Context: an optimization exercise on an open-source flow, tuned for small area and a short achievable clock period. The choices shown serve that exercise and are no tape-out recipe. The RTL was checked by simulation tests, not by an equivalence proof against the original design. Power and IR drop assume default switching activity.

nickel:
// hyctl_top
module hyctl_top (
    input  logic                          clk,
    input  logic                          reset,
    input  logic [7:0]                    io_port_id,
    input  logic [7:0]                    io_out_port,
    input  logic                          io_write_strobe,
    input  logic                          io_read_strobe,
    output logic [7:0]                    in_port,
    input  logic                          udp_rx_start,
    input  logic [7:0]                    udp_rx_data,
    input  logic                          udp_rx_valid,
    input  logic                          udp_rx_last,
    input  logic [31:0]                   udp_rx_src_ip,
    input  logic [15:0]                   udp_rx_src_port,
    input  logic                          udp_tx_ready,
    input  logic [1:0]                    udp_tx_result,
    output logic                          udp_tx_start,
    output logic [7:0]                    udp_tx_data,
    output logic                          udp_tx_valid,
    output logic                          udp_tx_last,
    output logic [6:0]                    udp_tx_length,
    output logic [31:0]                   udp_tx_dst_ip,
    output logic [15:0]                   udp_tx_dst_port,
    input  logic [31:0]                   ext_ip,
    input  logic                          ext_ip_force,
    output logic                          ip_dhcp_reset,
    output logic [31:0]                   ip_static_ip,
    output logic                          ip_static_ip_valid,
    output logic                          stream_linked,
    output logic [31:0]                   stream_ip,
    output logic [15:0]                   stream_udp_port
);
Size: about 2,900 cells after synthesis, ~270 I/O pins, ~44,000 um2 of cells after synthesis.
clock: 5.0 ns
lec_check: 0
cap_margin: 20
core_margin: 2
core_utilization: 45
cts_buf_list: sky130_fd_sc_hd__clkbuf_8
cts_cluster_diameter: 80
cts_cluster_size: 12
place_density: 0.6
setup_slack_margin: 2.6
slew_margin: 20
synth_hierarchical: 1
synth_minimum_keep_size: 0
tns_end_percent: 10
standard.sh (not shown) runs the stock make flow with config.mk's settings and CLKGATE_MAP_FILE= SYNTH_SCRIPT=/design/flow/synth_recipe.tcl, a recipe that flattens the netlist after the stock synthesis.
==> flow/flow/run.sh <==
#!/bin/bash
# The standard layout (standard.sh), with one change: the port buffers
# that buffer_ports inserts are plain sky130_fd_sc_hd__buf_1 cells instead of
# the default cell it picks (a slow delay buffer). Every input and output
# port still gets its own buffer. The full make output goes to
# standard_make.log in the work folder.
set -euo pipefail
bash standard.sh "BUFFER_PORTS_ARGS=-buffer_cell sky130_fd_sc_hd__buf_1" finish > standard_make.log 2>&1
Testbench counts of nickel, summed over its fixed seeds: tx cycles 5,394, tx bytes 3,981.
#### Input delta (raven over nickel)
--- a/flow/design.v
+++ b/flow/design.v
@@ -61,20 +61,28 @@
         logic [IP_W-1:0] static_ip;
         logic            static_ip_valid;
     } ip_cfg_t;
     typedef struct packed {
         logic                  linked;
         logic [IP_W-1:0]       ip;
         logic [UDP_PORT_W-1:0] udp_port;
     } stream_cfg_t;
 endpackage
 `timescale 1ns/100ps
+module hyctl_bit_next (
+    input  logic we_n,
+    input  logic wd_n,
+    input  logic q,
+    output logic d
+);
+    assign d = (we_n || !wd_n) && (!we_n || q);
+endmodule
 module hyctl_row_sel (
     input  logic lo,
     input  logic hi,
     output logic sel_n
 );
     assign sel_n = !(lo && hi);
 endmodule
 module hyctl_rd_pair (
     input  logic a0,
     input  logic s0_n,
@@ -285,20 +293,21 @@
     logic                  buf_we0;
     logic [7:0]            dec_lo;
     logic [15:0]           dec_hi;
     logic [7:0]            cnt_lo;
     logic [15:0]           cnt_hi;
     logic [7:0]            bus_lo;
     logic [15:0]           bus_hi;
     logic [DEPTH-1:0]      sel_n;
     logic [DEPTH-1:0]      row_we;
     logic [DEPTH*BW-1:0]   mem_q;
+    logic [DEPTH*BW-1:0]   mem_d;
     logic [BW-1:0]         rd_zero;
     assign buf_wdata = rx_active ? udp_rx_data : io_out_port;
     assign buf_we    = receiving_q ? udp_rx_valid : (!transmitting_q && !capture_go && buf_wr);
     assign buf_we0   = capture_go && !receiving_q && udp_rx_valid;
     always_comb begin
         for (int i = 0; i < 8; i++) begin
             cnt_lo[i] = use_cnt_q && (addr_q[2:0] == i[2:0]);
             bus_lo[i] = !use_cnt_q && (io_port_id[2:0] == i[2:0]);
             dec_lo[i] = cnt_lo[i] || bus_lo[i];
         end
@@ -313,24 +322,30 @@
         row_we[0] = row_we[0] || buf_we0;
     end
     for (genvar r = 0; r < DEPTH; r++) begin : g_sel
         hyctl_row_sel u_sel (
             .lo    (dec_lo[r % 8]),
             .hi    (dec_hi[r / 8]),
             .sel_n (sel_n[r])
         );
     end
     for (genvar r = 0; r < DEPTH; r++) begin : g_row
+        for (genvar b = 0; b < BW; b++) begin : g_bit
+            hyctl_bit_next u_next (
+                .we_n (!row_we[r]),
+                .wd_n (!buf_wdata[b]),
+                .q    (mem_q[r*BW + b]),
+                .d    (mem_d[r*BW + b])
+            );
+        end
         always_ff @(posedge clk) begin
-            if (row_we[r]) begin
-                mem_q[r*BW +: BW] <= buf_wdata;
-            end
+            mem_q[r*BW +: BW] <= mem_d[r*BW +: BW];
         end
     end
     for (genvar b = 0; b < BW; b++) begin : g_bit
         logic [DEPTH/2-1:0]  pair_n;
         logic [DEPTH/4-1:0]  l1;
         logic [DEPTH/16-1:0] l2;
         logic [DEPTH/32-1:0] l3;
         for (genvar p = 0; p < DEPTH / 2; p++) begin : g_pair
             hyctl_rd_pair u_pair (
                 .a0   (mem_q[(2*p)*BW + b]),
Findings:
Post-DP HPWL came out higher on raven than on nickel.
Against nickel as the reference, raven delivers a lower final routed wire length divided by cell count.
From nickel to raven the numbers moved as follows: fraction of the mapped netlist area in adder cells closely matched the old numbers, final core area utilization increased by 0.95 points relative to the old numbers.
raven ended up with a higher global-route usage than nickel did.
Testbench counts of raven, summed over its fixed seeds: tx cycles 5,394, tx bytes 3,981.

========
Another version of the RTL of hyctl_top (not shown whole).
For scale: about 1200 flip-flops.
Design hyctl_top, start of the top module:
module hyctl_top (
    input  logic                          clk,
    input  logic                          reset,
    input  logic [7:0]                    io_port_id,
    input  logic [7:0]                    io_out_port,
    input  logic                          io_write_strobe,
    input  logic                          io_read_strobe,
    output logic [7:0]                    in_port,
    input  logic                          udp_rx_start,
    input  logic [7:0]                    udp_rx_data,
    input  logic                          udp_rx_valid,
    input  logic                          udp_rx_last,
    input  logic [31:0]                   udp_rx_src_ip,
    input  logic [15:0]                   udp_rx_src_port,
    input  logic                          udp_tx_ready,
    input  logic [1:0]                    udp_tx_result,
    output logic                          udp_tx_start,
    output logic [7:0]                    udp_tx_data,
    output logic                          udp_tx_valid,
    output logic                          udp_tx_last,
    output logic [6:0]                    udp_tx_length,
    output logic [31:0]                   udp_tx_dst_ip,
    output logic [15:0]                   udp_tx_dst_port,
    input  logic [31:0]                   ext_ip,
  ...
Settings: LEC_CHECK=0, CAP_MARGIN=20, CORE_MARGIN=2, CORE_UTILIZATION=45, CTS_BUF_LIST=sky130_fd_sc_hd__clkbuf_8, CTS_CLUSTER_DIAMETER=80, CTS_CLUSTER_SIZE=12, PLACE_DENSITY=0.6, SETUP_SLACK_MARGIN=2.6, SLEW_MARGIN=20, SYNTH_HIERARCHICAL=1, SYNTH_MINIMUM_KEEP_SIZE=0, TNS_END_PERCENT=10; clock period 5.0 ns.
Scripts as last shown in full above: flow/flow/run.sh
Testbench counts at the start, summed over its fixed seeds: tx cycles 5,394, tx bytes 3,981.
Rerun with:
--- a/flow/design.v
+++ b/flow/design.v
@@ -80,22 +80,14 @@
             lo[i] = (use_cnt && (cnt[2:0] == i[2:0])) || (!use_cnt && (bus[2:0] == i[2:0]));
         end
         for (int i = 0; i < 16; i++) begin
             hi[i] = (use_cnt && (cnt[6:3] == i[3:0])) || (!use_cnt && (bus[6:3] == i[3:0]));
         end
     end
 endmodule
-module hyctl_rd_out (
-    input  logic z,
-    input  logic sel_n,
-    input  logic other_n,
-    output logic y
-);
-    assign y = !((z || sel_n) && other_n);
-endmodule
 module hyctl_bit_next (
     input  logic we_n,
     input  logic wd_n,
     input  logic q,
     output logic d
 );
     assign d = (we_n || !wd_n) && (!we_n || q);
@@ -238,15 +230,15 @@
     logic                  tx_final;
     logic [AW-1:0]         addr_inc;
     logic [AW-1:0]         addr_next;
     logic                  rx_next;
     logic                  tx_next;
     logic                  arm_next;
     logic [BW-1:0]         buf_rdata;
-    logic [BW-1:0]         tx_d;
+    logic [BW-1:0]         tx_rdata;
     logic [BW-1:0]         buf_first;
     assign rx_start_edge = udp_rx_start && !rx_start_q;
     assign capture_go    = arm_q && rx_start_edge && !transmitting_q;
     assign rx_active     = receiving_q || capture_go;
     assign rx_byte       = rx_active && udp_rx_valid;
     assign rx_done       = rx_byte && udp_rx_last;
     assign tx_fire  = transmitting_q && udp_tx_ready;
@@ -283,16 +275,18 @@
                 tx_start_q <= 1'b1;
             end else if (tx_start_q && (udp_tx_result == hyctl_pkg::UDP_RESULT_ACCEPTED)) begin
                 tx_start_q <= 1'b0;
             end
         end
     end
     always_ff @(posedge clk) begin
-        if (tx_go || tx_fire) begin
-            tx_data_q <= tx_d;
+        if (tx_go) begin
+            tx_data_q <= buf_first;
+        end else if (tx_fire) begin
+            tx_data_q <= tx_rdata;
         end
         if (tx_go || tx_fire) begin
             tx_last_q <= (addr_inc == tx_cnt_q);
         end
     end
     always_ff @(posedge clk) begin
         if (rx_done) begin
@@ -390,50 +384,34 @@
         for (genvar q = 0; q < DEPTH / 32; q++) begin : g_l3
             hyctl_nor2 u_nor (.a(l2[2*q +: 2]), .y(l3[q]));
         end
         hyctl_nand4 u_out (.a(l3), .y(rd_zero[b]));
         hyctl_nand4 u_out_tx (.a(l3), .y(tx_zero[b]));
     end
     assign buf_rdata = ~rd_zero;
+    assign tx_rdata  = ~tx_zero;
     assign buf_first = mem_q[BW-1:0];
-    for (genvar b = 0; b < BW; b++) begin : g_tx_d
-        hyctl_rd_out u_tx_d (
-            .z       (tx_zero[b]),
-            .sel_n   (tx_go),
-            .other_n (!(tx_go && buf_first[b])),
-            .y       (tx_d[b])
-        );
-    end
     logic [31:0]           ip_src;
-    logic [BW-1:0]         rd_other;
     logic [BW-1:0]         rd_next;
     logic [BW-1:0]         rd_q;
     assign ip_src = (!use_static_q || ext_ip_force) ? ext_ip : my_ip_q;
     always_comb begin
-        rd_other = '0;
+        rd_next = '0;
         if (io_port_id[7]) begin
-            rd_other = '0;
+            rd_next = buf_rdata;
         end else if (hit_my_ip) begin
-            rd_other = ip_src[byte_sel*BW +: BW];
+            rd_next = ip_src[byte_sel*BW +: BW];
         end else if (io_port_id == hyctl_pkg::PORT_TX_LEN) begin
-            rd_other = {1'b0, rx_done ? addr_q : tx_cnt_q - 1'b1};
+            rd_next = {1'b0, rx_done ? addr_q : tx_cnt_q - 1'b1};
         end else if (io_port_id == hyctl_pkg::PORT_PKT_CTRL) begin
-            rd_other[hyctl_pkg::PKT_CTRL_TX_BIT]  = tx_next;
-            rd_other[STAT_RX_BIT]                 = rx_next;
-            rd_other[hyctl_pkg::PKT_CTRL_ARM_BIT] = arm_next;
+            rd_next[hyctl_pkg::PKT_CTRL_TX_BIT]  = tx_next;
+            rd_next[STAT_RX_BIT]                 = rx_next;
+            rd_next[hyctl_pkg::PKT_CTRL_ARM_BIT] = arm_next;
         end
     end
-    for (genvar b = 0; b < BW; b++) begin : g_rd_next
-        hyctl_rd_out u_rd_next (
-            .z       (rd_zero[b]),
-            .sel_n   (!io_port_id[7]),
-            .other_n (!rd_other[b]),
-            .y       (rd_next[b])
-        );
-    end
     always_ff @(posedge clk) begin
         rd_q <= rd_next;
     end
     assign in_port            = rd_q;
     assign udp_tx_start       = tx_start_q;
     assign udp_tx_data        = tx_data_q;
     assign udp_tx_valid       = transmitting_q;
What happened: Routed wire length shrinks by about 3.6%; synthesized cell count fell by about 0.32%; cell count went down by about 0.9%; via count went down by 2.1%; final area shrinks by about 3%; register-to-register slack degrades by 230 ps; utilization came out lower by 1.7 points; non-clock buffer count drops by 38; die area stays flat; maximum frequency goes down by 7.9%; clock skew is higher by 9.4 ps; setup slack loses 230 ps; first-iteration DRC count goes down by 5.5%; sequential power is about the same.
Testbench counts after the change, summed over its fixed seeds: tx cycles 5,394, tx bytes 3,981.

==> static timing again, ports no longer ideal <==
The results above use ideal ports. As a check the final layouts listed here were re-extracted and re-timed, cells and wires unchanged.
Step 1 sets driving cells, clkbuf_16 on the clock port and buf_2 on the other inputs (assumed; they add their load-dependent delay and slew).
Step 2, shift: input delay + t, output delay - t, t = (earliest + latest rising clock arrival at the registers) / 2. This alone moves slack from input paths to output paths.
Slacks: no drivers / after step 1 / after step 2; pairs: no drivers / after step 1.
| run | t (ns) | slack for setup (ns) | worst hold slack (ns) | cell pins on the clock port's net |
|---|---|---|---|---|
| nickel | 0.855 | 2.026 / 2.026 / 1.174 | 0.359 / 0.313 / 0.452 | 1 |
| raven | 0.859 | 2.078 / 2.088 / 1.229 | 0.340 / 0.300 / 0.449 | 1 |
| the first run of note 2 | 0.851 | 2.349 / 2.312 / 1.481 | 0.357 / 0.321 / 0.449 | 1 |
| the second run of note 2 | 0.859 | 2.121 / 2.121 / 1.307 | 0.342 / 0.305 / 0.449 | 1 |
After both steps setup and hold are still met in every run listed. For the first run of note 2, which loses most, drivers alone change the setup slack by -0.037 ns; drivers and shift together by -0.868 ns.
